This is an optimization exercise on Yosys and OpenROAD, whose aim is small area and a short achievable clock period, not a production implementation.
The RTL was checked by simulation tests, not by an equivalence proof against the original design.

### flow/design.v
`timescale 1ns/1ps
`default_nettype none
module dct_row_top (
  input  logic        clk_i,
  input  logic        rst_i,
  input  logic        px_valid_i,
  input  logic [7:0]  px_data_i,
  output logic        coef_valid_o,
  output logic [11:0] coef_data_o,
  output logic [2:0]  coef_index_o
);
logic [2:0] px_cnt;
logic [7:0] xs0, xs1, xs2, xs3, xs4, xs5, xs6;
logic [7:0] y0, y1, y2, y3, y4, y5, y6, y7;
logic       row_done;
assign row_done = px_valid_i & (&px_cnt);
always_ff @(posedge clk_i, posedge rst_i)
  if (rst_i) px_cnt <= 3'd0;
  else if (px_valid_i) px_cnt <= px_cnt + 3'd1;
always_ff @(posedge clk_i)
  if (px_valid_i) begin
    xs0 <= px_data_i; xs1 <= xs0; xs2 <= xs1; xs3 <= xs2; xs4 <= xs3; xs5 <= xs4; xs6 <= xs5;
  end
always_ff @(posedge clk_i)
  if (row_done) begin
    y0 <= xs6; y1 <= xs5; y2 <= xs4; y3 <= xs3; y4 <= xs2; y5 <= xs1; y6 <= xs0; y7 <= px_data_i;
  end
logic       busy;
logic [2:0] kc, kc_nx;
logic [3:0] n1, n2, n1_nx, n2_nx;
logic       odd;
assign kc_nx = row_done ? 3'd0 : kc + 3'd1;
always_comb begin
  case (kc_nx)
    3'd0: begin n1_nx = 4'b0000; n2_nx = 4'b0000; end
    3'd1: begin n1_nx = 4'b0000; n2_nx = 4'b1111; end
    3'd2: begin n1_nx = 4'b0000; n2_nx = 4'b0000; end
    3'd3: begin n1_nx = 4'b1110; n2_nx = 4'b0001; end
    3'd4: begin n1_nx = 4'b0000; n2_nx = 4'b0000; end
    3'd5: begin n1_nx = 4'b0010; n2_nx = 4'b1101; end
    3'd6: begin n1_nx = 4'b0000; n2_nx = 4'b0000; end
    3'd7: begin n1_nx = 4'b1010; n2_nx = 4'b0101; end
    default: begin n1_nx = 4'b0000; n2_nx = 4'b0000; end
  endcase
end
always_ff @(posedge clk_i, posedge rst_i)
  if (rst_i) begin busy <= 1'b0; kc <= 3'd0; end
  else if (row_done) begin busy <= 1'b1; kc <= 3'd0; end
  else if (busy) begin kc <= kc + 3'd1; if (&kc) busy <= 1'b0; end
always_ff @(posedge clk_i) begin
  n1 <= n1_nx; n2 <= n2_nx; odd <= kc_nx[0];
end
logic [8:0] u0, u1, u2, u3;
logic a0, a3, ca, b1, b2, cb;           
logic a0_nx, a3_nx, ca_nx, b1_nx, b2_nx, cb_nx;
always_comb begin
  case (kc)
    3'd0: begin a0_nx = 1'b0; a3_nx = 1'b0; ca_nx = 1'b0; b1_nx = 1'b0; b2_nx = 1'b0; cb_nx = 1'b0; end
    3'd2: begin a0_nx = 1'b0; a3_nx = 1'b1; ca_nx = 1'b1; b1_nx = 1'b0; b2_nx = 1'b1; cb_nx = 1'b1; end
    3'd4: begin a0_nx = 1'b0; a3_nx = 1'b0; ca_nx = 1'b0; b1_nx = 1'b1; b2_nx = 1'b1; cb_nx = 1'b0; end
    3'd6: begin a0_nx = 1'b0; a3_nx = 1'b1; ca_nx = 1'b1; b1_nx = 1'b1; b2_nx = 1'b0; cb_nx = 1'b1; end
    default: begin a0_nx = 1'b0; a3_nx = 1'b0; ca_nx = 1'b0; b1_nx = 1'b0; b2_nx = 1'b0; cb_nx = 1'b0; end
  endcase
end
logic [2:0] ku;
logic       vu;
always_ff @(posedge clk_i) begin
  u0 <= 9'(y0 ^ {8{n1[0]}}) + 9'(y7 ^ {8{n2[0]}}) + 9'(odd);
  u1 <= 9'(y1 ^ {8{n1[1]}}) + 9'(y6 ^ {8{n2[1]}}) + 9'(odd);
  u2 <= 9'(y2 ^ {8{n1[2]}}) + 9'(y5 ^ {8{n2[2]}}) + 9'(odd);
  u3 <= 9'(y3 ^ {8{n1[3]}}) + 9'(y4 ^ {8{n2[3]}}) + 9'(odd);
  ku <= kc;
  a0 <= a0_nx; a3 <= a3_nx; ca <= ca_nx; b1 <= b1_nx; b2 <= b2_nx; cb <= cb_nx;
end
always_ff @(posedge clk_i, posedge rst_i)
  if (rst_i) vu <= 1'b0; else vu <= busy;
logic [9:0] al, be;
logic [9:0] vp;
logic [9:0] vq;
logic [9:0] vr;
logic [9:0] vs;
logic c_k0, c_k4, c_k26, c_odd;    
logic       vv;
assign al = 10'(u0 ^ {9{a0}}) + 10'(u3 ^ {9{a3}}) + 10'(ca);
assign be = 10'(u1 ^ {9{b1}}) + 10'(u2 ^ {9{b2}}) + 10'(cb);
always_ff @(posedge clk_i) begin
  case (ku)
    3'd0: begin vp <= al; vq <= be; vr <= '0; vs <= al; end
    3'd1: begin vp <= {1'b0, u0}; vq <= {1'b0, u1}; vr <= {1'b0, u2}; vs <= {1'b0, u3}; end
    3'd2: begin vp <= al; vq <= be; vr <= be; vs <= al; end
    3'd3: begin vp <= {1'b0, u2}; vq <= {1'b0, u0}; vr <= {1'b0, u3}; vs <= {1'b0, u1}; end
    3'd4: begin vp <= al; vq <= be; vr <= '0; vs <= al; end
    3'd5: begin vp <= {1'b0, u1}; vq <= {1'b0, u3}; vr <= {1'b0, u0}; vs <= {1'b0, u2}; end
    3'd6: begin vp <= be; vq <= al; vr <= al; vs <= be; end
    3'd7: begin vp <= {1'b0, u3}; vq <= {1'b0, u2}; vr <= {1'b0, u1}; vs <= {1'b0, u0}; end
    default: ;
  endcase
  c_k0 <= (ku == 3'd0); c_k4 <= (ku == 3'd4); c_k26 <= (ku == 3'd2) | (ku == 3'd6); c_odd <= ku[0];
end
always_ff @(posedge clk_i, posedge rst_i)
  if (rst_i) vv <= 1'b0; else vv <= vu;
logic row_p0_en;
logic row_p0_ng;
logic [9:0] row_p0;
assign row_p0 = ((vp & {10{row_p0_en}}) ^ {10{row_p0_ng}});
logic [9:0] row_p1;
assign row_p1 = ~vp;
logic row_p3_ng;
logic [9:0] row_p3;
assign row_p3 = (vp ^ {10{row_p3_ng}});
logic [9:0] row_p9;
assign row_p9 = vp;
logic row_q1_en;
logic [9:0] row_q1;
assign row_q1 = (vq & {10{row_q1_en}});
logic [9:0] row_q3;
assign row_q3 = vq;
logic row_q5_ng;
logic [9:0] row_q5;
assign row_q5 = (vq ^ {10{row_q5_ng}});
logic [9:0] row_q7;
assign row_q7 = ~vq;
logic row_q9_en;
logic [9:0] row_q9;
assign row_q9 = (vq & {10{row_q9_en}});
logic [9:0] row_r2;
assign row_r2 = ~vr;
logic [9:0] row_r5;
assign row_r5 = vr;
logic [9:0] row_r8;
assign row_r8 = vr;
logic [9:0] row_s2;
assign row_s2 = vs;
logic [9:0] row_s5;
assign row_s5 = ~vs;
logic row_s7_en;
logic row_s7_ng;
logic [9:0] row_s7;
assign row_s7 = ((vs & {10{row_s7_en}}) ^ {10{row_s7_ng}});
always_ff @(posedge clk_i) begin
  row_p0_en <= (ku == 3'd2) | (ku == 3'd6);
  row_p0_ng <= (ku == 3'd2) | (ku == 3'd6);
  row_p3_ng <= ~((ku == 3'd0) | (ku == 3'd4));
  row_q1_en <= ~((ku == 3'd2) | (ku == 3'd6));
  row_q5_ng <= (ku == 3'd0) | (ku == 3'd4);
  row_q9_en <= ~((ku == 3'd2) | (ku == 3'd6));
  row_s7_en <= ~((ku == 3'd2) | (ku == 3'd6));
  row_s7_ng <= (ku == 3'd0) | (ku == 3'd4);
end
logic [21:0] kconst;
assign kconst[0] = (c_k26);
assign kconst[1] = 1'b1;
assign kconst[2] = ~(c_k4);
assign kconst[3] = ~(c_k0);
assign kconst[4] = (c_k4);
assign kconst[5] = (c_k26 | c_odd);
assign kconst[6] = (c_k0);
assign kconst[7] = (c_k26 | c_odd);
assign kconst[8] = (c_k0);
assign kconst[9] = ~(c_k26);
assign kconst[10] = (c_k4 | c_k26);
assign kconst[11] = ~(c_k4);
assign kconst[12] = 1'b0;
assign kconst[13] = (c_k0 | c_odd);
assign kconst[14] = (c_k0 | c_k4);
assign kconst[15] = (c_k0);
assign kconst[16] = (c_k4);
assign kconst[17] = (c_k0);
assign kconst[18] = (c_k4);
assign kconst[19] = ~(c_k4);
assign kconst[20] = 1'b1;
assign kconst[21] = 1'b1;
wire cs1 = row_p1[7] ^ row_q3[5];
wire cc1 = row_p1[7] & row_q3[5];
wire cs2 = row_p1[8] ^ row_p9[0] ^ row_q3[6];
wire cc2 = (row_p1[8] & row_p9[0]) | (row_p1[8] & row_q3[6]) | (row_p9[0] & row_q3[6]);
wire cs3 = row_q7[2] ^ row_r2[7] ^ row_r5[4];
wire cc3 = (row_q7[2] & row_r2[7]) | (row_q7[2] & row_r5[4]) | (row_r2[7] & row_r5[4]);
wire cs4 = row_p1[9] ^ row_p9[1] ^ row_q3[7];
wire cc4 = (row_p1[9] & row_p9[1]) | (row_p1[9] & row_q3[7]) | (row_p9[1] & row_q3[7]);
wire cs5 = row_q7[3] ^ row_r2[8] ^ row_r5[5];
wire cc5 = (row_q7[3] & row_r2[8]) | (row_q7[3] & row_r5[5]) | (row_r2[8] & row_r5[5]);
wire cs6 = row_p9[2] ^ row_q3[8] ^ row_q7[4];
wire cc6 = (row_p9[2] & row_q3[8]) | (row_p9[2] & row_q7[4]) | (row_q3[8] & row_q7[4]);
wire cs7 = row_p1[4] ^ row_q3[2] ^ row_r2[3];
wire cc7 = (row_p1[4] & row_q3[2]) | (row_p1[4] & row_r2[3]) | (row_q3[2] & row_r2[3]);
wire cs8 = row_p1[5] ^ row_q3[3] ^ row_r2[4];
wire cc8 = (row_p1[5] & row_q3[3]) | (row_p1[5] & row_r2[4]) | (row_q3[3] & row_r2[4]);
wire cs9 = row_r5[1] ^ row_s2[4];
wire cc9 = row_r5[1] & row_s2[4];
wire cs10 = row_p1[6] ^ row_q3[4] ^ row_q7[0];
wire cc10 = (row_p1[6] & row_q3[4]) | (row_p1[6] & row_q7[0]) | (row_q3[4] & row_q7[0]);
wire cs11 = row_r2[5] ^ row_r5[2] ^ row_s2[5];
wire cc11 = (row_r2[5] & row_r5[2]) | (row_r2[5] & row_s2[5]) | (row_r5[2] & row_s2[5]);
wire cs12 = row_s5[2] ^ row_p0[7] ^ row_p3[4];
wire cc12 = (row_s5[2] & row_p0[7]) | (row_s5[2] & row_p3[4]) | (row_p0[7] & row_p3[4]);
wire cs13 = row_q7[1] ^ row_r2[6] ^ row_r5[3];
wire cc13 = (row_q7[1] & row_r2[6]) | (row_q7[1] & row_r5[3]) | (row_r2[6] & row_r5[3]);
wire cs14 = row_r8[0] ^ row_s2[6] ^ row_s5[3];
wire cc14 = (row_r8[0] & row_s2[6]) | (row_r8[0] & row_s5[3]) | (row_s2[6] & row_s5[3]);
wire cs15 = cs1 ^ row_p0[8] ^ row_p3[5];
wire cc15 = (cs1 & row_p0[8]) | (cs1 & row_p3[5]) | (row_p0[8] & row_p3[5]);
wire cs16 = row_q1[7] ^ row_q5[3];
wire cc16 = row_q1[7] & row_q5[3];
wire cs17 = row_r8[1] ^ row_s2[7] ^ row_s5[4];
wire cc17 = (row_r8[1] & row_s2[7]) | (row_r8[1] & row_s5[4]) | (row_s2[7] & row_s5[4]);
wire cs18 = cc1 ^ row_p0[9] ^ row_p3[6];
wire cc18 = (cc1 & row_p0[9]) | (cc1 & row_p3[6]) | (row_p0[9] & row_p3[6]);
wire cs19 = row_q1[8] ^ row_q5[4] ^ row_q9[0];
wire cc19 = (row_q1[8] & row_q5[4]) | (row_q1[8] & row_q9[0]) | (row_q5[4] & row_q9[0]);
wire cs20 = row_s7[2] ^ kconst[9] ^ cs2;
wire cc20 = (row_s7[2] & kconst[9]) | (row_s7[2] & cs2) | (kconst[9] & cs2);
wire cs21 = row_r8[2] ^ row_s2[8] ^ row_s5[5];
wire cc21 = (row_r8[2] & row_s2[8]) | (row_r8[2] & row_s5[5]) | (row_s2[8] & row_s5[5]);
wire cs22 = row_p3[7] ^ row_q1[9] ^ row_q5[5];
wire cc22 = (row_p3[7] & row_q1[9]) | (row_p3[7] & row_q5[5]) | (row_q1[9] & row_q5[5]);
wire cs23 = row_q9[1] ^ row_s7[3] ^ kconst[10];
wire cc23 = (row_q9[1] & row_s7[3]) | (row_q9[1] & kconst[10]) | (row_s7[3] & kconst[10]);
wire cs24 = cc2 ^ cc3 ^ cs4;
wire cc24 = (cc2 & cc3) | (cc2 & cs4) | (cc3 & cs4);
wire cs25 = row_r2[9] ^ row_r5[6] ^ row_r8[3];
wire cc25 = (row_r2[9] & row_r5[6]) | (row_r2[9] & row_r8[3]) | (row_r5[6] & row_r8[3]);
wire cs26 = row_s2[9] ^ row_s5[6] ^ row_p3[8];
wire cc26 = (row_s2[9] & row_s5[6]) | (row_s2[9] & row_p3[8]) | (row_s5[6] & row_p3[8]);
wire cs27 = row_q5[6] ^ row_q9[2] ^ row_s7[4];
wire cc27 = (row_q5[6] & row_q9[2]) | (row_q5[6] & row_s7[4]) | (row_q9[2] & row_s7[4]);
wire cs28 = kconst[11] ^ cc4 ^ cc5;
wire cc28 = (kconst[11] & cc4) | (kconst[11] & cc5) | (cc4 & cc5);
wire cs29 = row_p9[3] ^ row_q3[9] ^ row_q7[5];
wire cc29 = (row_p9[3] & row_q3[9]) | (row_p9[3] & row_q7[5]) | (row_q3[9] & row_q7[5]);
wire cs30 = row_r5[7] ^ row_r8[4] ^ row_s5[7];
wire cc30 = (row_r5[7] & row_r8[4]) | (row_r5[7] & row_s5[7]) | (row_r8[4] & row_s5[7]);
wire cs31 = row_p3[9] ^ row_q5[7] ^ row_q9[3];
wire cc31 = (row_p3[9] & row_q5[7]) | (row_p3[9] & row_q9[3]) | (row_q5[7] & row_q9[3]);
wire cs32 = row_p9[4] ^ row_q7[6] ^ row_r5[8];
wire cc32 = (row_p9[4] & row_q7[6]) | (row_p9[4] & row_r5[8]) | (row_q7[6] & row_r5[8]);
wire cs33 = row_r8[5] ^ row_s5[8];
wire cc33 = row_r8[5] & row_s5[8];
wire cs34 = row_p9[5] ^ row_q7[7] ^ row_r5[9];
wire cc34 = (row_p9[5] & row_q7[7]) | (row_p9[5] & row_r5[9]) | (row_q7[7] & row_r5[9]);
wire cs35 = row_p1[2] ^ row_q3[0] ^ row_r2[1];
wire cc35 = (row_p1[2] & row_q3[0]) | (row_p1[2] & row_r2[1]) | (row_q3[0] & row_r2[1]);
wire cs36 = row_p1[3] ^ row_q3[1] ^ row_r2[2];
wire cc36 = (row_p1[3] & row_q3[1]) | (row_p1[3] & row_r2[2]) | (row_q3[1] & row_r2[2]);
wire cs37 = row_s2[2] ^ row_p0[4];
wire cc37 = row_s2[2] & row_p0[4];
wire cs38 = row_r5[0] ^ row_s2[3] ^ row_s5[0];
wire cc38 = (row_r5[0] & row_s2[3]) | (row_r5[0] & row_s5[0]) | (row_s2[3] & row_s5[0]);
wire cs39 = row_p0[5] ^ row_p3[2] ^ row_q1[4];
wire cc39 = (row_p0[5] & row_p3[2]) | (row_p0[5] & row_q1[4]) | (row_p3[2] & row_q1[4]);
wire cs40 = row_q5[0] ^ kconst[5];
wire cc40 = row_q5[0] & kconst[5];
wire cs41 = row_s5[1] ^ cs9 ^ row_p0[6];
wire cc41 = (row_s5[1] & cs9) | (row_s5[1] & row_p0[6]) | (cs9 & row_p0[6]);
wire cs42 = row_p3[3] ^ row_q1[5] ^ row_q5[1];
wire cc42 = (row_p3[3] & row_q1[5]) | (row_p3[3] & row_q5[1]) | (row_q1[5] & row_q5[1]);
wire cs43 = kconst[6] ^ cc7 ^ cs8;
wire cc43 = (kconst[6] & cc7) | (kconst[6] & cs8) | (cc7 & cs8);
wire cs44 = cc9 ^ row_q1[6] ^ row_q5[2];
wire cc44 = (cc9 & row_q1[6]) | (cc9 & row_q5[2]) | (row_q1[6] & row_q5[2]);
wire cs45 = row_s7[0] ^ kconst[7] ^ cc8;
wire cc45 = (row_s7[0] & kconst[7]) | (row_s7[0] & cc8) | (kconst[7] & cc8);
wire cs46 = cs10 ^ cs11 ^ cs12;
wire cc46 = (cs10 & cs11) | (cs10 & cs12) | (cs11 & cs12);
wire cs47 = row_s7[1] ^ kconst[8] ^ cc10;
wire cc47 = (row_s7[1] & kconst[8]) | (row_s7[1] & cc10) | (kconst[8] & cc10);
wire cs48 = cc11 ^ cs13 ^ cs14;
wire cc48 = (cc11 & cs13) | (cc11 & cs14) | (cs13 & cs14);
wire cs49 = cs16 ^ cc12 ^ cs15;
wire cc49 = (cs16 & cc12) | (cs16 & cs15) | (cc12 & cs15);
wire cs50 = cc13 ^ cc14 ^ cs17;
wire cc50 = (cc13 & cc14) | (cc13 & cs17) | (cc14 & cs17);
wire cs51 = cs3 ^ cc16 ^ cc15;
wire cc51 = (cs3 & cc16) | (cs3 & cc15) | (cc16 & cc15);
wire cs52 = cs18 ^ cs19 ^ cs20;
wire cc52 = (cs18 & cs19) | (cs18 & cs20) | (cs19 & cs20);
wire cs53 = cc17 ^ cs21 ^ cs5;
wire cc53 = (cc17 & cs21) | (cc17 & cs5) | (cs21 & cs5);
wire cs54 = cc18 ^ cc19 ^ cs22;
wire cc54 = (cc18 & cc19) | (cc18 & cs22) | (cc19 & cs22);
wire cs55 = cs23 ^ cc20 ^ cs24;
wire cc55 = (cs23 & cc20) | (cs23 & cs24) | (cc20 & cs24);
wire cs56 = cc21 ^ cs25 ^ cs6;
wire cc56 = (cc21 & cs25) | (cc21 & cs6) | (cs25 & cs6);
wire cs57 = cc22 ^ cs26 ^ cs27;
wire cc57 = (cc22 & cs26) | (cc22 & cs27) | (cs26 & cs27);
wire cs58 = cc23 ^ cc24 ^ cs28;
wire cc58 = (cc23 & cc24) | (cc23 & cs28) | (cc24 & cs28);
wire cs59 = row_s7[5] ^ cc25 ^ cc6;
wire cc59 = (row_s7[5] & cc25) | (row_s7[5] & cc6) | (cc25 & cc6);
wire cs60 = cs29 ^ cs30 ^ cc26;
wire cc60 = (cs29 & cs30) | (cs29 & cc26) | (cs30 & cc26);
wire cs61 = cc27 ^ cs31 ^ cc28;
wire cc61 = (cc27 & cs31) | (cc27 & cc28) | (cs31 & cc28);
wire cs62 = cs33 ^ row_q5[8] ^ row_q9[4];
wire cc62 = (cs33 & row_q5[8]) | (cs33 & row_q9[4]) | (row_q5[8] & row_q9[4]);
wire cs63 = row_s7[6] ^ kconst[13] ^ cc29;
wire cc63 = (row_s7[6] & kconst[13]) | (row_s7[6] & cc29) | (kconst[13] & cc29);
wire cs64 = cc30 ^ cs32 ^ cc31;
wire cc64 = (cc30 & cs32) | (cc30 & cc31) | (cs32 & cc31);
wire cs65 = row_r8[6] ^ row_s5[9] ^ cc33;
wire cc65 = (row_r8[6] & row_s5[9]) | (row_r8[6] & cc33) | (row_s5[9] & cc33);
wire cs66 = row_q5[9] ^ row_q9[5] ^ row_s7[7];
wire cc66 = (row_q5[9] & row_q9[5]) | (row_q5[9] & row_s7[7]) | (row_q9[5] & row_s7[7]);
wire cs67 = kconst[14] ^ cc32 ^ cs34;
wire cc67 = (kconst[14] & cc32) | (kconst[14] & cs34) | (cc32 & cs34);
wire cs68 = row_p9[6] ^ row_q7[8] ^ row_r8[7];
wire cc68 = (row_p9[6] & row_q7[8]) | (row_p9[6] & row_r8[7]) | (row_q7[8] & row_r8[7]);
wire cs69 = row_q9[6] ^ row_s7[8] ^ kconst[15];
wire cc69 = (row_q9[6] & row_s7[8]) | (row_q9[6] & kconst[15]) | (row_s7[8] & kconst[15]);
wire cs70 = row_p9[7] ^ row_q7[9] ^ row_r8[8];
wire cc70 = (row_p9[7] & row_q7[9]) | (row_p9[7] & row_r8[8]) | (row_q7[9] & row_r8[8]);
wire cs71 = row_p1[1] ^ row_r2[0] ^ row_s2[0];
wire cc71 = (row_p1[1] & row_r2[0]) | (row_p1[1] & row_s2[0]) | (row_r2[0] & row_s2[0]);
wire cs72 = row_s2[1] ^ row_p0[3] ^ row_p3[0];
wire cc72 = (row_s2[1] & row_p0[3]) | (row_s2[1] & row_p3[0]) | (row_p0[3] & row_p3[0]);
wire cs73 = row_q1[2] ^ kconst[3];
wire cc73 = row_q1[2] & kconst[3];
wire cs74 = row_p3[1] ^ row_q1[3] ^ kconst[4];
wire cc74 = (row_p3[1] & row_q1[3]) | (row_p3[1] & kconst[4]) | (row_q1[3] & kconst[4]);
wire cs75 = cc35 ^ cs36 ^ cs37;
wire cc75 = (cc35 & cs36) | (cc35 & cs37) | (cs36 & cs37);
wire cs76 = cc36 ^ cs38 ^ cs7;
wire cc76 = (cc36 & cs38) | (cc36 & cs7) | (cs38 & cs7);
wire cs77 = cc37 ^ cs40 ^ cs39;
wire cc77 = (cc37 & cs40) | (cc37 & cs39) | (cs40 & cs39);
wire cs78 = cc38 ^ cc40 ^ cc39;
wire cc78 = (cc38 & cc40) | (cc38 & cc39) | (cc40 & cc39);
wire cs79 = cs41 ^ cs42 ^ cs43;
wire cc79 = (cs41 & cs42) | (cs41 & cs43) | (cs42 & cs43);
wire cs80 = cc41 ^ cc42 ^ cs44;
wire cc80 = (cc41 & cc42) | (cc41 & cs44) | (cc42 & cs44);
wire cs81 = cc43 ^ cs45 ^ cs46;
wire cc81 = (cc43 & cs45) | (cc43 & cs46) | (cs45 & cs46);
wire cs82 = cc44 ^ cc45 ^ cs47;
wire cc82 = (cc44 & cc45) | (cc44 & cs47) | (cc45 & cs47);
wire cs83 = cs48 ^ cc46 ^ cs49;
wire cc83 = (cs48 & cc46) | (cs48 & cs49) | (cc46 & cs49);
wire cs84 = cc47 ^ cc48 ^ cs50;
wire cc84 = (cc47 & cc48) | (cc47 & cs50) | (cc48 & cs50);
wire cs85 = cc49 ^ cs51 ^ cs52;
wire cc85 = (cc49 & cs51) | (cc49 & cs52) | (cs51 & cs52);
wire cs86 = cc50 ^ cs53 ^ cc51;
wire cc86 = (cc50 & cs53) | (cc50 & cc51) | (cs53 & cc51);
wire cs87 = cs54 ^ cc52 ^ cs55;
wire cc87 = (cs54 & cc52) | (cs54 & cs55) | (cc52 & cs55);
wire cs88 = cc53 ^ cs56 ^ cc54;
wire cc88 = (cc53 & cs56) | (cc53 & cc54) | (cs56 & cc54);
wire cs89 = cs57 ^ cc55 ^ cs58;
wire cc89 = (cs57 & cc55) | (cs57 & cs58) | (cc55 & cs58);
wire cs90 = cc56 ^ cs59 ^ cc57;
wire cc90 = (cc56 & cs59) | (cc56 & cc57) | (cs59 & cc57);
wire cs91 = cs60 ^ cc58 ^ cs61;
wire cc91 = (cs60 & cc58) | (cs60 & cs61) | (cc58 & cs61);
wire cs92 = cs62 ^ cc59 ^ cs63;
wire cc92 = (cs62 & cc59) | (cs62 & cs63) | (cc59 & cs63);
wire cs93 = cc60 ^ cs64 ^ cc61;
wire cc93 = (cc60 & cs64) | (cc60 & cc61) | (cs64 & cc61);
wire cs94 = cs65 ^ cc62 ^ cs66;
wire cc94 = (cs65 & cc62) | (cs65 & cs66) | (cc62 & cs66);
wire cs95 = cc63 ^ cs67 ^ cc64;
wire cc95 = (cc63 & cs67) | (cc63 & cc64) | (cs67 & cc64);
wire cs96 = cc34 ^ cs68 ^ cc65;
wire cc96 = (cc34 & cs68) | (cc34 & cc65) | (cs68 & cc65);
wire cs97 = cc66 ^ cs69 ^ cc67;
wire cc97 = (cc66 & cs69) | (cc66 & cc67) | (cs69 & cc67);
wire cs98 = row_q9[7] ^ row_s7[9] ^ kconst[16];
wire cc98 = (row_q9[7] & row_s7[9]) | (row_q9[7] & kconst[16]) | (row_s7[9] & kconst[16]);
wire cs99 = cc68 ^ cs70 ^ cc69;
wire cc99 = (cc68 & cs70) | (cc68 & cc69) | (cs70 & cc69);
wire cs100 = row_p9[8] ^ row_r8[9] ^ row_q9[8];
wire cc100 = (row_p9[8] & row_r8[9]) | (row_p9[8] & row_q9[8]) | (row_r8[9] & row_q9[8]);
wire cs101 = kconst[17] ^ cc70;
wire cc101 = kconst[17] & cc70;
wire cs102 = row_p9[9] ^ row_q9[9];
wire cc102 = row_p9[9] & row_q9[9];
logic cq_0_0;
always_ff @(posedge clk_i) cq_0_0 <= row_p0[0];
logic cq_0_1;
always_ff @(posedge clk_i) cq_0_1 <= kconst[0];
logic cq_1_1;
always_ff @(posedge clk_i) cq_1_1 <= row_p1[0];
logic cq_1_2;
always_ff @(posedge clk_i) cq_1_2 <= row_p0[1];
logic cq_1_3;
always_ff @(posedge clk_i) cq_1_3 <= row_q1[0];
logic cq_2_0;
always_ff @(posedge clk_i) cq_2_0 <= cs71;
logic cq_2_1;
always_ff @(posedge clk_i) cq_2_1 <= row_p0[2];
logic cq_2_2;
always_ff @(posedge clk_i) cq_2_2 <= row_q1[1];
logic cq_2_3;
always_ff @(posedge clk_i) cq_2_3 <= kconst[2];
logic cq_3_0;
always_ff @(posedge clk_i) cq_3_0 <= cc71;
logic cq_3_1;
always_ff @(posedge clk_i) cq_3_1 <= cs72;
logic cq_3_2;
always_ff @(posedge clk_i) cq_3_2 <= cs73;
logic cq_3_3;
always_ff @(posedge clk_i) cq_3_3 <= cs35;
logic cq_4_0;
always_ff @(posedge clk_i) cq_4_0 <= cc72;
logic cq_4_1;
always_ff @(posedge clk_i) cq_4_1 <= cc73;
logic cq_4_2;
always_ff @(posedge clk_i) cq_4_2 <= cs74;
logic cq_4_3;
always_ff @(posedge clk_i) cq_4_3 <= cs75;
logic cq_5_0;
always_ff @(posedge clk_i) cq_5_0 <= cc74;
logic cq_5_1;
always_ff @(posedge clk_i) cq_5_1 <= cc75;
logic cq_5_2;
always_ff @(posedge clk_i) cq_5_2 <= cs76;
logic cq_5_3;
always_ff @(posedge clk_i) cq_5_3 <= cs77;
logic cq_6_0;
always_ff @(posedge clk_i) cq_6_0 <= cc76;
logic cq_6_1;
always_ff @(posedge clk_i) cq_6_1 <= cc77;
logic cq_6_2;
always_ff @(posedge clk_i) cq_6_2 <= cs78;
logic cq_6_3;
always_ff @(posedge clk_i) cq_6_3 <= cs79;
logic cq_7_0;
always_ff @(posedge clk_i) cq_7_0 <= cc78;
logic cq_7_1;
always_ff @(posedge clk_i) cq_7_1 <= cc79;
logic cq_7_2;
always_ff @(posedge clk_i) cq_7_2 <= cs80;
logic cq_7_3;
always_ff @(posedge clk_i) cq_7_3 <= cs81;
logic cq_8_0;
always_ff @(posedge clk_i) cq_8_0 <= cc80;
logic cq_8_1;
always_ff @(posedge clk_i) cq_8_1 <= cc81;
logic cq_8_2;
always_ff @(posedge clk_i) cq_8_2 <= cs82;
logic cq_8_3;
always_ff @(posedge clk_i) cq_8_3 <= cs83;
logic cq_9_0;
always_ff @(posedge clk_i) cq_9_0 <= cc82;
logic cq_9_1;
always_ff @(posedge clk_i) cq_9_1 <= cc83;
logic cq_9_2;
always_ff @(posedge clk_i) cq_9_2 <= cs84;
logic cq_9_3;
always_ff @(posedge clk_i) cq_9_3 <= cs85;
logic cq_10_0;
always_ff @(posedge clk_i) cq_10_0 <= cc84;
logic cq_10_1;
always_ff @(posedge clk_i) cq_10_1 <= cc85;
logic cq_10_2;
always_ff @(posedge clk_i) cq_10_2 <= cs86;
logic cq_10_3;
always_ff @(posedge clk_i) cq_10_3 <= cs87;
logic cq_11_0;
always_ff @(posedge clk_i) cq_11_0 <= cc86;
logic cq_11_1;
always_ff @(posedge clk_i) cq_11_1 <= cc87;
logic cq_11_2;
always_ff @(posedge clk_i) cq_11_2 <= cs88;
logic cq_11_3;
always_ff @(posedge clk_i) cq_11_3 <= cs89;
logic cq_12_0;
always_ff @(posedge clk_i) cq_12_0 <= cc88;
logic cq_12_1;
always_ff @(posedge clk_i) cq_12_1 <= cc89;
logic cq_12_2;
always_ff @(posedge clk_i) cq_12_2 <= cs90;
logic cq_12_3;
always_ff @(posedge clk_i) cq_12_3 <= cs91;
logic cq_13_0;
always_ff @(posedge clk_i) cq_13_0 <= cc90;
logic cq_13_1;
always_ff @(posedge clk_i) cq_13_1 <= cc91;
logic cq_13_2;
always_ff @(posedge clk_i) cq_13_2 <= cs92;
logic cq_13_3;
always_ff @(posedge clk_i) cq_13_3 <= cs93;
logic cq_14_0;
always_ff @(posedge clk_i) cq_14_0 <= cc92;
logic cq_14_1;
always_ff @(posedge clk_i) cq_14_1 <= cc93;
logic cq_14_2;
always_ff @(posedge clk_i) cq_14_2 <= cs94;
logic cq_14_3;
always_ff @(posedge clk_i) cq_14_3 <= cs95;
logic cq_15_0;
always_ff @(posedge clk_i) cq_15_0 <= cc94;
logic cq_15_1;
always_ff @(posedge clk_i) cq_15_1 <= cc95;
logic cq_15_2;
always_ff @(posedge clk_i) cq_15_2 <= cs96;
logic cq_15_3;
always_ff @(posedge clk_i) cq_15_3 <= cs97;
logic cq_16_0;
always_ff @(posedge clk_i) cq_16_0 <= cc96;
logic cq_16_1;
always_ff @(posedge clk_i) cq_16_1 <= cc97;
logic cq_16_2;
always_ff @(posedge clk_i) cq_16_2 <= cs98;
logic cq_16_3;
always_ff @(posedge clk_i) cq_16_3 <= cs99;
logic cq_17_0;
always_ff @(posedge clk_i) cq_17_0 <= cc98;
logic cq_17_1;
always_ff @(posedge clk_i) cq_17_1 <= cc99;
logic cq_17_2;
always_ff @(posedge clk_i) cq_17_2 <= cs100;
logic cq_17_3;
always_ff @(posedge clk_i) cq_17_3 <= cs101;
logic cq_18_0;
always_ff @(posedge clk_i) cq_18_0 <= cc100;
logic cq_18_1;
always_ff @(posedge clk_i) cq_18_1 <= cc101;
logic cq_18_2;
always_ff @(posedge clk_i) cq_18_2 <= cs102;
logic cq_18_3;
always_ff @(posedge clk_i) cq_18_3 <= kconst[18];
logic cq_19_0;
always_ff @(posedge clk_i) cq_19_0 <= cc102;
logic cq_19_1;
always_ff @(posedge clk_i) cq_19_1 <= kconst[19];
logic vc;
always_ff @(posedge clk_i, posedge rst_i)
  if (rst_i) vc <= 1'b0; else vc <= vv;
wire cs103 = 1'b1 ^ cq_1_1;
wire cc103 = 1'b1 & cq_1_1;
wire cs104 = cq_2_0 ^ cq_2_1 ^ cq_2_2;
wire cc104 = (cq_2_0 & cq_2_1) | (cq_2_0 & cq_2_2) | (cq_2_1 & cq_2_2);
wire cs105 = cq_3_0 ^ cq_3_1 ^ cq_3_2;
wire cc105 = (cq_3_0 & cq_3_1) | (cq_3_0 & cq_3_2) | (cq_3_1 & cq_3_2);
wire cs106 = cq_4_0 ^ cq_4_1 ^ cq_4_2;
wire cc106 = (cq_4_0 & cq_4_1) | (cq_4_0 & cq_4_2) | (cq_4_1 & cq_4_2);
wire cs107 = cq_5_0 ^ cq_5_1 ^ cq_5_2;
wire cc107 = (cq_5_0 & cq_5_1) | (cq_5_0 & cq_5_2) | (cq_5_1 & cq_5_2);
wire cs108 = cq_6_0 ^ cq_6_1 ^ cq_6_2;
wire cc108 = (cq_6_0 & cq_6_1) | (cq_6_0 & cq_6_2) | (cq_6_1 & cq_6_2);
wire cs109 = cq_7_0 ^ cq_7_1 ^ cq_7_2;
wire cc109 = (cq_7_0 & cq_7_1) | (cq_7_0 & cq_7_2) | (cq_7_1 & cq_7_2);
wire cs110 = cq_8_0 ^ cq_8_1 ^ cq_8_2;
wire cc110 = (cq_8_0 & cq_8_1) | (cq_8_0 & cq_8_2) | (cq_8_1 & cq_8_2);
wire cs111 = cq_9_0 ^ cq_9_1 ^ cq_9_2;
wire cc111 = (cq_9_0 & cq_9_1) | (cq_9_0 & cq_9_2) | (cq_9_1 & cq_9_2);
wire cs112 = cq_10_0 ^ cq_10_1 ^ cq_10_2;
wire cc112 = (cq_10_0 & cq_10_1) | (cq_10_0 & cq_10_2) | (cq_10_1 & cq_10_2);
wire cs113 = cq_11_0 ^ cq_11_1 ^ cq_11_2;
wire cc113 = (cq_11_0 & cq_11_1) | (cq_11_0 & cq_11_2) | (cq_11_1 & cq_11_2);
wire cs114 = cq_12_0 ^ cq_12_1 ^ cq_12_2;
wire cc114 = (cq_12_0 & cq_12_1) | (cq_12_0 & cq_12_2) | (cq_12_1 & cq_12_2);
wire cs115 = cq_13_0 ^ cq_13_1 ^ cq_13_2;
wire cc115 = (cq_13_0 & cq_13_1) | (cq_13_0 & cq_13_2) | (cq_13_1 & cq_13_2);
wire cs116 = cq_14_0 ^ cq_14_1 ^ cq_14_2;
wire cc116 = (cq_14_0 & cq_14_1) | (cq_14_0 & cq_14_2) | (cq_14_1 & cq_14_2);
wire cs117 = cq_15_0 ^ cq_15_1 ^ cq_15_2;
wire cc117 = (cq_15_0 & cq_15_1) | (cq_15_0 & cq_15_2) | (cq_15_1 & cq_15_2);
wire cs118 = cq_16_0 ^ cq_16_1 ^ cq_16_2;
wire cc118 = (cq_16_0 & cq_16_1) | (cq_16_0 & cq_16_2) | (cq_16_1 & cq_16_2);
wire cs119 = cq_17_0 ^ cq_17_1 ^ cq_17_2;
wire cc119 = (cq_17_0 & cq_17_1) | (cq_17_0 & cq_17_2) | (cq_17_1 & cq_17_2);
wire cs120 = cq_18_0 ^ cq_18_1 ^ cq_18_2;
wire cc120 = (cq_18_0 & cq_18_1) | (cq_18_0 & cq_18_2) | (cq_18_1 & cq_18_2);
wire cs121 = cq_1_2 ^ cq_1_3;
wire cc121 = cq_1_2 & cq_1_3;
wire cs122 = cq_2_3 ^ cc103 ^ cs104;
wire cc122 = (cq_2_3 & cc103) | (cq_2_3 & cs104) | (cc103 & cs104);
wire cs123 = cq_3_3 ^ cc104 ^ cs105;
wire cc123 = (cq_3_3 & cc104) | (cq_3_3 & cs105) | (cc104 & cs105);
wire cs124 = cq_4_3 ^ cc105 ^ cs106;
wire cc124 = (cq_4_3 & cc105) | (cq_4_3 & cs106) | (cc105 & cs106);
wire cs125 = cq_5_3 ^ cc106 ^ cs107;
wire cc125 = (cq_5_3 & cc106) | (cq_5_3 & cs107) | (cc106 & cs107);
wire cs126 = cq_6_3 ^ cc107 ^ cs108;
wire cc126 = (cq_6_3 & cc107) | (cq_6_3 & cs108) | (cc107 & cs108);
wire cs127 = cq_7_3 ^ cc108 ^ cs109;
wire cc127 = (cq_7_3 & cc108) | (cq_7_3 & cs109) | (cc108 & cs109);
wire cs128 = cq_8_3 ^ cc109 ^ cs110;
wire cc128 = (cq_8_3 & cc109) | (cq_8_3 & cs110) | (cc109 & cs110);
wire cs129 = cq_9_3 ^ cc110 ^ cs111;
wire cc129 = (cq_9_3 & cc110) | (cq_9_3 & cs111) | (cc110 & cs111);
wire cs130 = cq_10_3 ^ cc111 ^ cs112;
wire cc130 = (cq_10_3 & cc111) | (cq_10_3 & cs112) | (cc111 & cs112);
wire cs131 = cq_11_3 ^ cc112 ^ cs113;
wire cc131 = (cq_11_3 & cc112) | (cq_11_3 & cs113) | (cc112 & cs113);
wire cs132 = cq_12_3 ^ cc113 ^ cs114;
wire cc132 = (cq_12_3 & cc113) | (cq_12_3 & cs114) | (cc113 & cs114);
wire cs133 = cq_13_3 ^ cc114 ^ cs115;
wire cc133 = (cq_13_3 & cc114) | (cq_13_3 & cs115) | (cc114 & cs115);
wire cs134 = cq_14_3 ^ cc115 ^ cs116;
wire cc134 = (cq_14_3 & cc115) | (cq_14_3 & cs116) | (cc115 & cs116);
wire cs135 = cq_15_3 ^ cc116 ^ cs117;
wire cc135 = (cq_15_3 & cc116) | (cq_15_3 & cs117) | (cc116 & cs117);
wire cs136 = cq_16_3 ^ cc117 ^ cs118;
wire cc136 = (cq_16_3 & cc117) | (cq_16_3 & cs118) | (cc117 & cs118);
wire cs137 = cq_17_3 ^ cc118 ^ cs119;
wire cc137 = (cq_17_3 & cc118) | (cq_17_3 & cs119) | (cc118 & cs119);
wire cs138 = cq_18_3 ^ cc119 ^ cs120;
wire cc138 = (cq_18_3 & cc119) | (cq_18_3 & cs120) | (cc119 & cs120);
wire cs139 = cq_19_0 ^ cq_19_1 ^ cc120;
wire cc139 = (cq_19_0 & cq_19_1) | (cq_19_0 & cc120) | (cq_19_1 & cc120);
logic [21:0] fa, fb, fsum;
assign fa = {1'b1, cc139, cc138, cc137, cc136, cc135, cc134, cc133, cc132, cc131, cc130, cc129, cc128, cc127, cc126, cc125, cc124, cc123, cc122, cc121, cs121, cq_0_0};
assign fb = {1'b0, 1'b1, cs139, cs138, cs137, cs136, cs135, cs134, cs133, cs132, cs131, cs130, cs129, cs128, cs127, cs126, cs125, cs124, cs123, cs122, cs103, cq_0_1};
assign fsum = fa + fb;
always_ff @(posedge clk_i) coef_data_o <= fsum[21:10];
always_ff @(posedge clk_i, posedge rst_i)
  if (rst_i) coef_valid_o <= 1'b0; else coef_valid_o <= vc;
always_ff @(posedge clk_i, posedge rst_i)
  if (rst_i) coef_index_o <= 3'd0; else if (coef_valid_o) coef_index_o <= coef_index_o + 3'd1;
endmodule
`default_nettype wire
### flow/run.sh
#!/bin/bash
# synth_recipe.tcl (not shown) runs the flow's synth.tcl, then flattens the netlist and writes it again
# the make line also repeats each setting of config.mk as NAME=value (left out here)
make -C /OpenROAD-flow-scripts/flow DESIGN_CONFIG=/design/flow/config.mk WORK_HOME=/design/flow/orfs CLKGATE_MAP_FILE= SYNTH_SCRIPT=/design/flow/synth_recipe.tcl finish
### flow/config.mk
export PLATFORM = sky130hd
export DESIGN_NAME = dct_row_top
export DESIGN_NICKNAME = dct_row_top
export VERILOG_FILES = /design/flow/design.v
export SDC_FILE = /design/flow/constraint.sdc
export NUM_CORES = 4
export LEC_CHECK = 0
export CAP_MARGIN = 20
export CORE_MARGIN = 2
export CORE_UTILIZATION = 40
export CTS_BUF_LIST = sky130_fd_sc_hd__clkbuf_4
export SETUP_SLACK_MARGIN = 3.2
export SLEW_MARGIN = 20
### flow/constraint.sdc
create_clock -name core_clock -period 6.0 [get_ports {clk_i}]
set_input_delay 1.2000 -clock core_clock [delete_from_list [all_inputs] [get_ports {clk_i}]]
set_output_delay 1.2000 -clock core_clock [all_outputs]
set_load 0.01 [all_outputs]
==> reports/results.tsv, run 1 <==
stage	metric	value	unit
status	result of the run	complete, no violations	
route	vias per inst	4.81	
logic_synthesis	dominant cell by count in the synthesized netlist	inv_1	
sta	tightest slew margin relative to the limit	39.2	%
sta	total negative setup slack	0	ns
logic_synthesis	fraction of registers with async set/reset	4.44	%
clocking	Skew-Pair Late Insertion Delay	0.77	ns
floorplan	Die X	211	µm
floorplan	Die Outline Area	44500	µm²
floorplan	I/O pins	27	
global_route	overall track demand over capacity in global routing	16.7	%
setup_path	worst endpoint required time	6.68	ns
clocking	total clock buffers created by CTS	81	
sta	Hold Vio Cnt, Final	0	
sta	Achievable Freq	0.345	GHz
logic_synthesis	Syn Std Cell Area	17100	µm²
route	ANT nets after route	0	
route	wire per inst	16.4	µm
clocking	clock-pin slew of the registers on the worst-case setup and hold paths	0.07	ns
global_route	via count of the first global-routing pass	11200	
sta	worst-margin pin slew	0.912	ns
clocking	count of H-tree levels built during CTS	3	
clocking	CTS tree	done	
route	DRC violation count after routing	0	
sta	Final period util	48.3	%
global_route	total global routing overflow	0	
clocking	master cell of the clock root buffer	clkbuf_4	
setup_path	crit path cell chain	inv_2 -> fa_1 -> fa_1 -> inv_2 -> ha_4 -> a21o_1 -> a21o_1 -> a2111oi_4 -> o31ai_4 -> a311oi_2 -> xnor2_1	
logic_synthesis	Synth top area share	21.1	%
global_route	number of antenna violations at the first check in global routing	1	
logic_synthesis	flip-flop and latch count after synthesis	315	
logic_synthesis	synth top area cells	dfxtp_1 (21%), edfxtp_1 (21%), fa_1 (16%), ha_1 (5.9%), xor2_1 (5.7%)	
placement	hpwl dp	26.8	mm
placement	pre-CTS setup slack	2.80	ns
logic_synthesis	most frequent cells after synthesis	inv_1 (248), dfxtp_1 (181), fa_1 (138)	
clocking	post-cts hold buffer count	0	
worst_hold_path	class of the tightest hold or removal check	flip-flop to flip-flop	
setup_path	element type at the critical path end	flip-flop	
sta	Slew Limit Fails	0	
route	sum of routed wire length over all layers	35.6	mm
route	first drt pass iteration count	5	
logic_synthesis	sequential share of the synthesized area	44.2	%
clocking	maximum clock path buffer count	3	
route	drt initial violations	568	
setup_path	Crit-path slowest cell	fa_1	
finish	fin cells	2177	
route	vias	10500	
logic_synthesis	Yosys warning count	1	
logic_synthesis	cell type contributing the most total cell area after synthesis	dfxtp_1	
logic_synthesis	main flop type after synthesis	dfxtp_1	
setup_path	CP startpoint kind	flip-flop	
logic_synthesis	number of nets produced by synthesis	1738	
sta	Hold Slack	0.351	ns
floorplan	initial core utilization	40.7	%
global_route	maximum number of pins on one net before global-route repair	60	
setup_path	Max stage delay on crit path	0.51	ns
global_route	global-route wire length before repair	57.7	mm
clocking	clock net sink count	315	
placement	buffers added on ports	26	
finish	share of post-route cells with drive strength above 1	14.9	%
sta	total setup violations reported at the end of the flow	0	
sta	crit path setup slack, layout	3.10	ns
finish	Area Growth Syn to Fin	12.2	%
logic_synthesis	number of distinct library cells after synthesis	69	
finish	number of nets in the layout	1808	
placement	Placed Cells	2028	
setup_path	critical path data arrival time	3.57	ns
floorplan	Die Span Y	211	µm
logic_synthesis	gate count after technology mapping	1508	
placement	gpl congestion	0.885	
setup_path	Worst Path Max Fanout	4	
floorplan	number of rows created at floorplan	75	
logic_synthesis	Post-synth EDFFs	120	
logic_synthesis	Avg Cell Area, Syn	11.4	µm²
sta	skew final	0.0688	ns
sta	fin crit period	2.90	ns
setup_path	type of the worst setup path	flip-flop to flip-flop	
sta	unrepaired setup endpoints after global routing	yes	
floorplan	Core Area	42100	µm²
job	number of maximum-capacitance violations	0	
[flip-flops by register name, indices dropped and copies added, names as in the netlist, 8 cells and up]
register	count
y2	8
u3	9
xs0	8
y5	8
xs1	8
u0	9
xs4	8
vr	10
y6	8
y3	8
u1	9
coef_data_o	12
u2	9
xs2	8
xs3	8
y7	8
xs5	8
y4	8
vs	9
vq	10
y1	8
xs6	8
y0	8
vp	10
[worst paths after layout]
| check | from | endpoint | slack (ns) | cells after the start |
|---|---|---|---|---|
| max in group asynchronous | rst_i | px_cnt[2] | 4.84 | 2 |
| min in group asynchronous | rst_i | kc[0] | 0.80 | 2 |
| min reg2reg | vc | coef_valid_o | 0.35 | 0 |
| max reg2reg | cq_4_0 | coef_data_o[6] | 3.10 | 11 |
| min | vc | coef_valid_o | 0.35 | 0 |
| max | cq_4_0 | coef_data_o[6] | 3.10 | 11 |
[routing by layer]
metal  routed length [µm]  share of wire (%)  GRT usage [%]  vias to the layer above
met3                 1270                3.6           3.08                       82
met5                    0                  0              0                        -
li1                     -                  -              -                     5164
met4                 1380                3.9           8.23                        0
met1                15300                 43           20.1                     5008
met2                17600                 50           28.7                      220
[repair_timing]
action / CTS / global route
pin swaps: 5 / 13
setup buffers: 1 / 5
endpoints found under the setup margin: 52 / 38
hold endpoints to repair: 0 / 0
resized for setup: 43 / 35
[final cells by class]
cell class	count	area, µm²
Antenna cell	2	5.00
Inverter	248	931
Tap cell	539	674
Clock buffer	117	878
Clock inverter	24	128
Multi-Input combinational cell	891	8650
Fill cell	3886	22900
Sequential cell	315	7600
Timing Repair Buffer	41	352
[cell families after synthesis]
kind of cell    synth area share [%]
compound gates                  10.1
xor+xnor                        7.92
fa+ha+maj                       22.0
buf+inv                         6.76
flops                           44.2
mux                             3.13
simple gates                    5.86
[critical path, delay by kind of cell (launching register included)]
kind | cells | cell delay (ns)
buf+inv | 2 | 0.09
fa+ha+maj | 3 | 1.21
compound gates | 5 | 1.10
flops | 1 | 0.32
xor+xnor | 1 | 0.15
[through the flow]
step | utilization [%] | area, µm²
after global placement | 42.5 | 17900
after floorplan | - | 17200
final | 45.6 | 19200
after global routing | 45.6 | 19200
after detailed placement | 42.5 | 17900
after CTS | 45.2 | 19000
[placed cells by master, fill, tap and decap left out, drive strengths merged, types with 16 or more instances in the layout]
master	count
a211oi	16
a21o	16
a21oi	74
buf	16
clkbuf	117
clkinv	20
dfxtp	181
dlygate4sd2	16
edfxtp	120
fa	138
ha	81
inv	251
mux2	28
nand2	77
nor2	69
nor2b	18
o21ai	46
xnor2	43
xor2	112
==> run 2, diff against run 1 <==
--- a/flow/design.v
+++ b/flow/design.v
@@ -54,4 +54,5 @@
 logic a0, a3, ca, b1, b2, cb;           
 logic a0_nx, a3_nx, ca_nx, b1_nx, b2_nx, cb_nx;
+logic sw, k04, oddu, o1, o3, o5, o7;    
 always_comb begin
   case (kc)
@@ -59,5 +60,5 @@
     3'd2: begin a0_nx = 1'b0; a3_nx = 1'b1; ca_nx = 1'b1; b1_nx = 1'b0; b2_nx = 1'b1; cb_nx = 1'b1; end
     3'd4: begin a0_nx = 1'b0; a3_nx = 1'b0; ca_nx = 1'b0; b1_nx = 1'b1; b2_nx = 1'b1; cb_nx = 1'b0; end
-    3'd6: begin a0_nx = 1'b0; a3_nx = 1'b1; ca_nx = 1'b1; b1_nx = 1'b1; b2_nx = 1'b0; cb_nx = 1'b1; end
+    3'd6: begin a0_nx = 1'b0; a3_nx = 1'b1; ca_nx = 1'b1; b1_nx = 1'b0; b2_nx = 1'b1; cb_nx = 1'b1; end
     default: begin a0_nx = 1'b0; a3_nx = 1'b0; ca_nx = 1'b0; b1_nx = 1'b0; b2_nx = 1'b0; cb_nx = 1'b0; end
   endcase
@@ -72,4 +73,6 @@
   ku <= kc;
   a0 <= a0_nx; a3 <= a3_nx; ca <= ca_nx; b1 <= b1_nx; b2 <= b2_nx; cb <= cb_nx;
+  sw <= (kc == 3'd6); k04 <= (kc == 3'd0) | (kc == 3'd4); oddu <= kc[0];
+  o1 <= (kc == 3'd1); o3 <= (kc == 3'd3); o5 <= (kc == 3'd5); o7 <= (kc == 3'd7);
 end
 always_ff @(posedge clk_i, posedge rst_i)
@@ -82,18 +85,24 @@
 logic c_k0, c_k4, c_k26, c_odd;    
 logic       vv;
-assign al = 10'(u0 ^ {9{a0}}) + 10'(u3 ^ {9{a3}}) + 10'(ca);
-assign be = 10'(u1 ^ {9{b1}}) + 10'(u2 ^ {9{b2}}) + 10'(cb);
+logic [8:0] ua, ub, uc, ud;
+assign ua = sw ? u2 : u0;
+assign ub = sw ? u1 : u3;
+assign uc = sw ? u0 : u1;
+assign ud = sw ? u3 : u2;
+assign al = 10'(ua ^ {9{a0}}) + 10'(ub ^ {9{a3}}) + 10'(ca);
+assign be = 10'(uc ^ {9{b1}}) + 10'(ud ^ {9{b2}}) + 10'(cb);
+logic [8:0] pm_p;
+assign pm_p = ({9{o1}} & u0) | ({9{o3}} & u2) | ({9{o5}} & u1) | ({9{o7}} & u3);
+logic [8:0] pm_q;
+assign pm_q = ({9{o1}} & u1) | ({9{o3}} & u0) | ({9{o5}} & u3) | ({9{o7}} & u2);
+logic [8:0] pm_r;
+assign pm_r = ({9{o1}} & u2) | ({9{o3}} & u3) | ({9{o5}} & u0) | ({9{o7}} & u1);
+logic [8:0] pm_s;
+assign pm_s = ({9{o1}} & u3) | ({9{o3}} & u1) | ({9{o5}} & u2) | ({9{o7}} & u0);
 always_ff @(posedge clk_i) begin
-  case (ku)
-    3'd0: begin vp <= al; vq <= be; vr <= '0; vs <= al; end
-    3'd1: begin vp <= {1'b0, u0}; vq <= {1'b0, u1}; vr <= {1'b0, u2}; vs <= {1'b0, u3}; end
-    3'd2: begin vp <= al; vq <= be; vr <= be; vs <= al; end
-    3'd3: begin vp <= {1'b0, u2}; vq <= {1'b0, u0}; vr <= {1'b0, u3}; vs <= {1'b0, u1}; end
-    3'd4: begin vp <= al; vq <= be; vr <= '0; vs <= al; end
-    3'd5: begin vp <= {1'b0, u1}; vq <= {1'b0, u3}; vr <= {1'b0, u0}; vs <= {1'b0, u2}; end
-    3'd6: begin vp <= be; vq <= al; vr <= al; vs <= be; end
-    3'd7: begin vp <= {1'b0, u3}; vq <= {1'b0, u2}; vr <= {1'b0, u1}; vs <= {1'b0, u0}; end
-    default: ;
-  endcase
+  vp <= oddu ? {1'b0, pm_p} : al;
+  vq <= oddu ? {1'b0, pm_q} : be;
+  vr <= oddu ? {1'b0, pm_r} : (be & {10{~k04}});
+  vs <= oddu ? {1'b0, pm_s} : al;
   c_k0 <= (ku == 3'd0); c_k4 <= (ku == 3'd4); c_k26 <= (ku == 3'd2) | (ku == 3'd6); c_odd <= ku[0];
 end
@@ -602,11 +611,82 @@
 wire cs139 = cq_19_0 ^ cq_19_1 ^ cc120;
 wire cc139 = (cq_19_0 & cq_19_1) | (cq_19_0 & cc120) | (cq_19_1 & cc120);
+logic [10:0] lowsum;
+assign lowsum = {1'b0, cc128, cc127, cc126, cc125, cc124, cc123, cc122, cc121, cs121, cq_0_0} + {1'b0, cs129, cs128, cs127, cs126, cs125, cs124, cs123, cs122, cs103, cq_0_1};
+logic cr_10_0;
+always_ff @(posedge clk_i) cr_10_0 <= cc129;
+logic cr_10_1;
+always_ff @(posedge clk_i) cr_10_1 <= cs130;
+logic cr_10_2;
+always_ff @(posedge clk_i) cr_10_2 <= lowsum[10];
+logic cr_11_0;
+always_ff @(posedge clk_i) cr_11_0 <= cc130;
+logic cr_11_1;
+always_ff @(posedge clk_i) cr_11_1 <= cs131;
+logic cr_12_0;
+always_ff @(posedge clk_i) cr_12_0 <= cc131;
+logic cr_12_1;
+always_ff @(posedge clk_i) cr_12_1 <= cs132;
+logic cr_13_0;
+always_ff @(posedge clk_i) cr_13_0 <= cc132;
+logic cr_13_1;
+always_ff @(posedge clk_i) cr_13_1 <= cs133;
+logic cr_14_0;
+always_ff @(posedge clk_i) cr_14_0 <= cc133;
+logic cr_14_1;
+always_ff @(posedge clk_i) cr_14_1 <= cs134;
+logic cr_15_0;
+always_ff @(posedge clk_i) cr_15_0 <= cc134;
+logic cr_15_1;
+always_ff @(posedge clk_i) cr_15_1 <= cs135;
+logic cr_16_0;
+always_ff @(posedge clk_i) cr_16_0 <= cc135;
+logic cr_16_1;
+always_ff @(posedge clk_i) cr_16_1 <= cs136;
+logic cr_17_0;
+always_ff @(posedge clk_i) cr_17_0 <= cc136;
+logic cr_17_1;
+always_ff @(posedge clk_i) cr_17_1 <= cs137;
+logic cr_18_0;
+always_ff @(posedge clk_i) cr_18_0 <= cc137;
+logic cr_18_1;
+always_ff @(posedge clk_i) cr_18_1 <= cs138;
+logic cr_19_0;
+always_ff @(posedge clk_i) cr_19_0 <= cc138;
+logic cr_19_1;
+always_ff @(posedge clk_i) cr_19_1 <= cs139;
+logic cr_20_0;
+always_ff @(posedge clk_i) cr_20_0 <= cc139;
+logic vc2;
+always_ff @(posedge clk_i, posedge rst_i)
+  if (rst_i) vc2 <= 1'b0; else vc2 <= vc;
+wire cs140 = cr_10_0 ^ cr_10_1;
+wire cc140 = cr_10_0 & cr_10_1;
+wire cs141 = cr_11_0 ^ cr_11_1;
+wire cc141 = cr_11_0 & cr_11_1;
+wire cs142 = cr_12_0 ^ cr_12_1;
+wire cc142 = cr_12_0 & cr_12_1;
+wire cs143 = cr_13_0 ^ cr_13_1;
+wire cc143 = cr_13_0 & cr_13_1;
+wire cs144 = cr_14_0 ^ cr_14_1;
+wire cc144 = cr_14_0 & cr_14_1;
+wire cs145 = cr_15_0 ^ cr_15_1;
+wire cc145 = cr_15_0 & cr_15_1;
+wire cs146 = cr_16_0 ^ cr_16_1;
+wire cc146 = cr_16_0 & cr_16_1;
+wire cs147 = cr_17_0 ^ cr_17_1;
+wire cc147 = cr_17_0 & cr_17_1;
+wire cs148 = cr_18_0 ^ cr_18_1;
+wire cc148 = cr_18_0 & cr_18_1;
+wire cs149 = cr_19_0 ^ cr_19_1;
+wire cc149 = cr_19_0 & cr_19_1;
+wire cs150 = 1'b1 ^ cr_20_0;
+wire cc150 = 1'b1 & cr_20_0;
 logic [21:0] fa, fb, fsum;
-assign fa = {1'b1, cc139, cc138, cc137, cc136, cc135, cc134, cc133, cc132, cc131, cc130, cc129, cc128, cc127, cc126, cc125, cc124, cc123, cc122, cc121, cs121, cq_0_0};
-assign fb = {1'b0, 1'b1, cs139, cs138, cs137, cs136, cs135, cs134, cs133, cs132, cs131, cs130, cs129, cs128, cs127, cs126, cs125, cs124, cs123, cs122, cs103, cq_0_1};
+assign fa = {cc150, cc149, cc148, cc147, cc146, cc145, cc144, cc143, cc142, cc141, cc140, cs140, 1'b0, 1'b0, 1'b0, 1'b0, 1'b0, 1'b0, 1'b0, 1'b0, 1'b0, 1'b0};
+assign fb = {1'b1, cs150, cs149, cs148, cs147, cs146, cs145, cs144, cs143, cs142, cs141, cr_10_2, 1'b0, 1'b0, 1'b0, 1'b0, 1'b0, 1'b0, 1'b0, 1'b0, 1'b0, 1'b0};
 assign fsum = fa + fb;
 always_ff @(posedge clk_i) coef_data_o <= fsum[21:10];
 always_ff @(posedge clk_i, posedge rst_i)
-  if (rst_i) coef_valid_o <= 1'b0; else coef_valid_o <= vc;
+  if (rst_i) coef_valid_o <= 1'b0; else coef_valid_o <= vc2;
 always_ff @(posedge clk_i, posedge rst_i)
   if (rst_i) coef_index_o <= 3'd0; else if (coef_valid_o) coef_index_o <= coef_index_o + 3'd1;
--- a/flow/config.mk
+++ b/flow/config.mk
@@ -10,4 +10,4 @@
 export CORE_UTILIZATION = 40
 export CTS_BUF_LIST = sky130_fd_sc_hd__clkbuf_4
-export SETUP_SLACK_MARGIN = 3.2
+export SETUP_SLACK_MARGIN = 3.6
 export SLEW_MARGIN = 20
==> run 2 against run 1 <==
Net effect: sequential share of layout area rose by 1.2 points; synthesized cell count shrank 5.2%; still clean on timing, DRC and antenna; utilization is 1.5 points higher; critical path type unchanged; via count is 1.2% higher; routed wire length barely moved; die area rose by 1.5%; critical path depth did not move; clock skew is 0.0034 ns lower; non-clock buffer count up 35; register-to-register slack better by 0.25 ns; global-route usage decreased by 0.15 points; critical endpoint is now vr[6].
==> reports/results.tsv, run 2 <==
stage	metric	value	unit
clocking	maximum clock path buffer count	3	
sta	worst-margin pin slew	0.843	ns
logic_synthesis	sequential share of the synthesized area	46.9	%
sta	fin crit period	2.65	ns
sta	Achievable Freq	0.378	GHz
logic_synthesis	synth top area cells	dfxtp_1 (24%), edfxtp_1 (21%), fa_1 (16%), ha_1 (6.8%), xor2_1 (4.5%)	
finish	fin cells	2211	
sta	Slew Limit Fails	0	
logic_synthesis	number of nets produced by synthesis	1674	
setup_path	type of the worst setup path	flip-flop to flip-flop	
global_route	number of antenna violations at the first check in global routing	2	
logic_synthesis	flip-flop and latch count after synthesis	344	
floorplan	Die Outline Area	45200	µm²
logic_synthesis	Syn Std Cell Area	17400	µm²
setup_path	Worst Path Max Fanout	6	
setup_path	CP startpoint kind	flip-flop	
logic_synthesis	gate count after technology mapping	1430	
route	first drt pass iteration count	5	
setup_path	worst endpoint required time	6.60	ns
clocking	master cell of the clock root buffer	clkbuf_4	
logic_synthesis	cell type contributing the most total cell area after synthesis	dfxtp_1	
floorplan	number of rows created at floorplan	76	
clocking	count of H-tree levels built during CTS	3	
sta	Final period util	44.1	%
floorplan	initial core utilization	40.5	%
floorplan	Die Span Y	213	µm
placement	buffers added on ports	26	
clocking	Skew-Pair Late Insertion Delay	0.81	ns
logic_synthesis	main flop type after synthesis	dfxtp_1	
logic_synthesis	number of distinct library cells after synthesis	66	
floorplan	Die X	213	µm
logic_synthesis	fraction of registers with async set/reset	4.36	%
placement	Placed Cells	1997	
route	vias	10600	
clocking	CTS tree	done	
global_route	total global routing overflow	0	
logic_synthesis	most frequent cells after synthesis	dfxtp_1 (209), inv_1 (200), fa_1 (139)	
global_route	overall track demand over capacity in global routing	16.5	%
sta	unrepaired setup endpoints after global routing	yes	
finish	number of nets in the layout	1792	
sta	tightest slew margin relative to the limit	43.8	%
clocking	total clock buffers created by CTS	91	
setup_path	element type at the critical path end	flip-flop	
global_route	maximum number of pins on one net before global-route repair	69	
placement	pre-CTS setup slack	2.56	ns
sta	skew final	0.0654	ns
route	drt initial violations	745	
logic_synthesis	Synth top area share	24.0	%
setup_path	critical path data arrival time	3.24	ns
route	sum of routed wire length over all layers	35.6	mm
route	wire per inst	16.1	µm
logic_synthesis	dominant cell by count in the synthesized netlist	dfxtp_1	
sta	total negative setup slack	0	ns
clocking	post-cts hold buffer count	0	
sta	crit path setup slack, layout	3.35	ns
sta	total setup violations reported at the end of the flow	0	
logic_synthesis	Post-synth EDFFs	120	
worst_hold_path	class of the tightest hold or removal check	flip-flop to flip-flop	
placement	hpwl dp	25.7	mm
global_route	via count of the first global-routing pass	11100	
sta	Hold Vio Cnt, Final	0	
route	vias per inst	4.79	
logic_synthesis	Yosys warning count	1	
route	ANT nets after route	0	
placement	gpl congestion	0.875	
finish	Reg with most FFs	coef_data_o	
finish	most used cells in the layout excluding fill and tap cells	inv_1 (190), dfxtp_1 (175), clkbuf_4 (136)	
clocking	clock net sink count	344	
floorplan	Core Area	43000	µm²
finish	Largest register FFs	12	
clocking	clock-pin slew of the registers on the worst-case setup and hold paths	0.06	ns
global_route	global-route wire length before repair	57.2	mm
sta	Hold Slack	0.346	ns
job	number of maximum-capacitance violations	0	
finish	most frequent standard cell in the layout excluding fill and tap cells	inv_1	
finish	share of post-route cells with drive strength above 1	21.5	%
finish	Area Growth Syn to Fin	16.3	%
status	result of the run	complete, no violations	
floorplan	I/O pins	27	
logic_synthesis	Avg Cell Area, Syn	12.2	µm²
route	DRC violation count after routing	0	
## run 2: changes by cell type after synthesis, sizes merged, moves of 17 or more
cell / before / now
a21oi: 74 / 31
a22o: 8 / 25
dfxtp: 181 / 209
inv: 248 / 202
mux2i: 13 / 34
nand2: 77 / 50
xor2: 112 / 90
## run 2: area by class of cell
class / count / area (µm²)
fillers: 3960 / 22700
multi-input cells: 833 / 8640
flip-flops and latches: 344 / 8250
clock buffers: 136 / 1020
inverters: 202 / 763
well taps: 585 / 732
repair buffers: 76 / 644
clock inverters: 29 / 174
diodes: 6 / 15.0
## run 2: metal layers
| layer | vias to the layer above | track usage [%] | wire length [µm] |
|---|---|---|---|
| met5 | - | 0 | 0 |
| li1 | 5101 | - | - |
| met4 | 0 | 6.78 | 1140 |
| met3 | 83 | 4.25 | 1690 |
| met1 | 5160 | 19.6 | 14800 |
| met2 | 256 | 28.5 | 17900 |
## run 2: worst paths after layout
| check | startpoint | endpoint | slack, ns | cells after the start |
|---|---|---|---|---|
| setup / recovery | sw | vr[6] | 3.35 | 11 |
| hold / removal | vc | vc2 | 0.35 | 0 |
| setup reg to reg | sw | vr[6] | 3.35 | 11 |
| hold reg to reg | vc | vc2 | 0.35 | 0 |
| max in group asynchronous | rst_i | kc[1] | 4.85 | 2 |
| min in group asynchronous | rst_i | coef_index_o[2] | 0.77 | 2 |
## run 2: repair_timing
action / CTS / global route
endpoints found under the setup margin: 85 / 57
setup buffers: 26 / 16
pin swaps: 35 / 29
cloned: 0 / 1
resized for setup: 142 / 57
## run 2: through the flow
stage / util (%) / instance area [µm²]
finish: 47.1 / 20200
global route: 47.1 / 20200
CTS: 46.2 / 19800
detailed placement: 42.6 / 18300
global placement: 42.5 / 18300
floorplan: - / 17500
## run 2: cells by family after synthesis
family	share of synthesized area (%)
buffers and inverters	5.59
flip-flops	46.9
adder cells (fa/ha/maj)	22.8
XOR/XNOR	7.50
AND/OR/NAND/NOR	4.63
multiplexers	2.86
AO/OA/AOI/OAI	9.76
## run 2: critical path, cell delays in order (launching register included)
cell and delay (ns):
dfxtp_4 0.40, mux2i_2 0.23, xor2_1 0.12, fa_2 0.42, fa_2 0.39, nor2b_4 0.13, o31a_1 0.20, buf_6 0.13
o21ai_4 0.05, buf_6 0.12, a21boi_4 0.17, o41ai_4 0.10

[re-timing with driven ports]
The flow's constraints put no driver on any port. The routed layouts listed below were extracted and timed again, unchanged, in two steps.
Step 1 sets driving cells, clkbuf_16 on the clock port and buf_2 on the other inputs (assumed; they add their load-dependent delay and slew).
Step 2 adds t to the input delays and takes it off the output delays; t is the mean of the earliest and latest rising clock arrival at the registers after step 1. Input paths then give back, and output paths get back, about the clock's delay inside the block.
Three values: ideal ports, drivers, drivers and shift; two values: the first two.
run	t, ns	slack for setup (ns)	hold slack, ns	worst register clock-pin slew, ns	worst slew at a driven data input, ns
run 1	0.782	3.103 / 3.103 / 3.061	0.351 / 0.351 / 0.351	0.08 / 0.08	0.03
run 2	0.823	3.354 / 3.354 / 3.314	0.346 / 0.346 / 0.346	0.08 / 0.08	0.03
After both steps setup and hold are still met in every run listed. For run 1, which loses most, drivers alone change the setup slack by 0.000 ns; drivers and shift together by -0.042 ns.
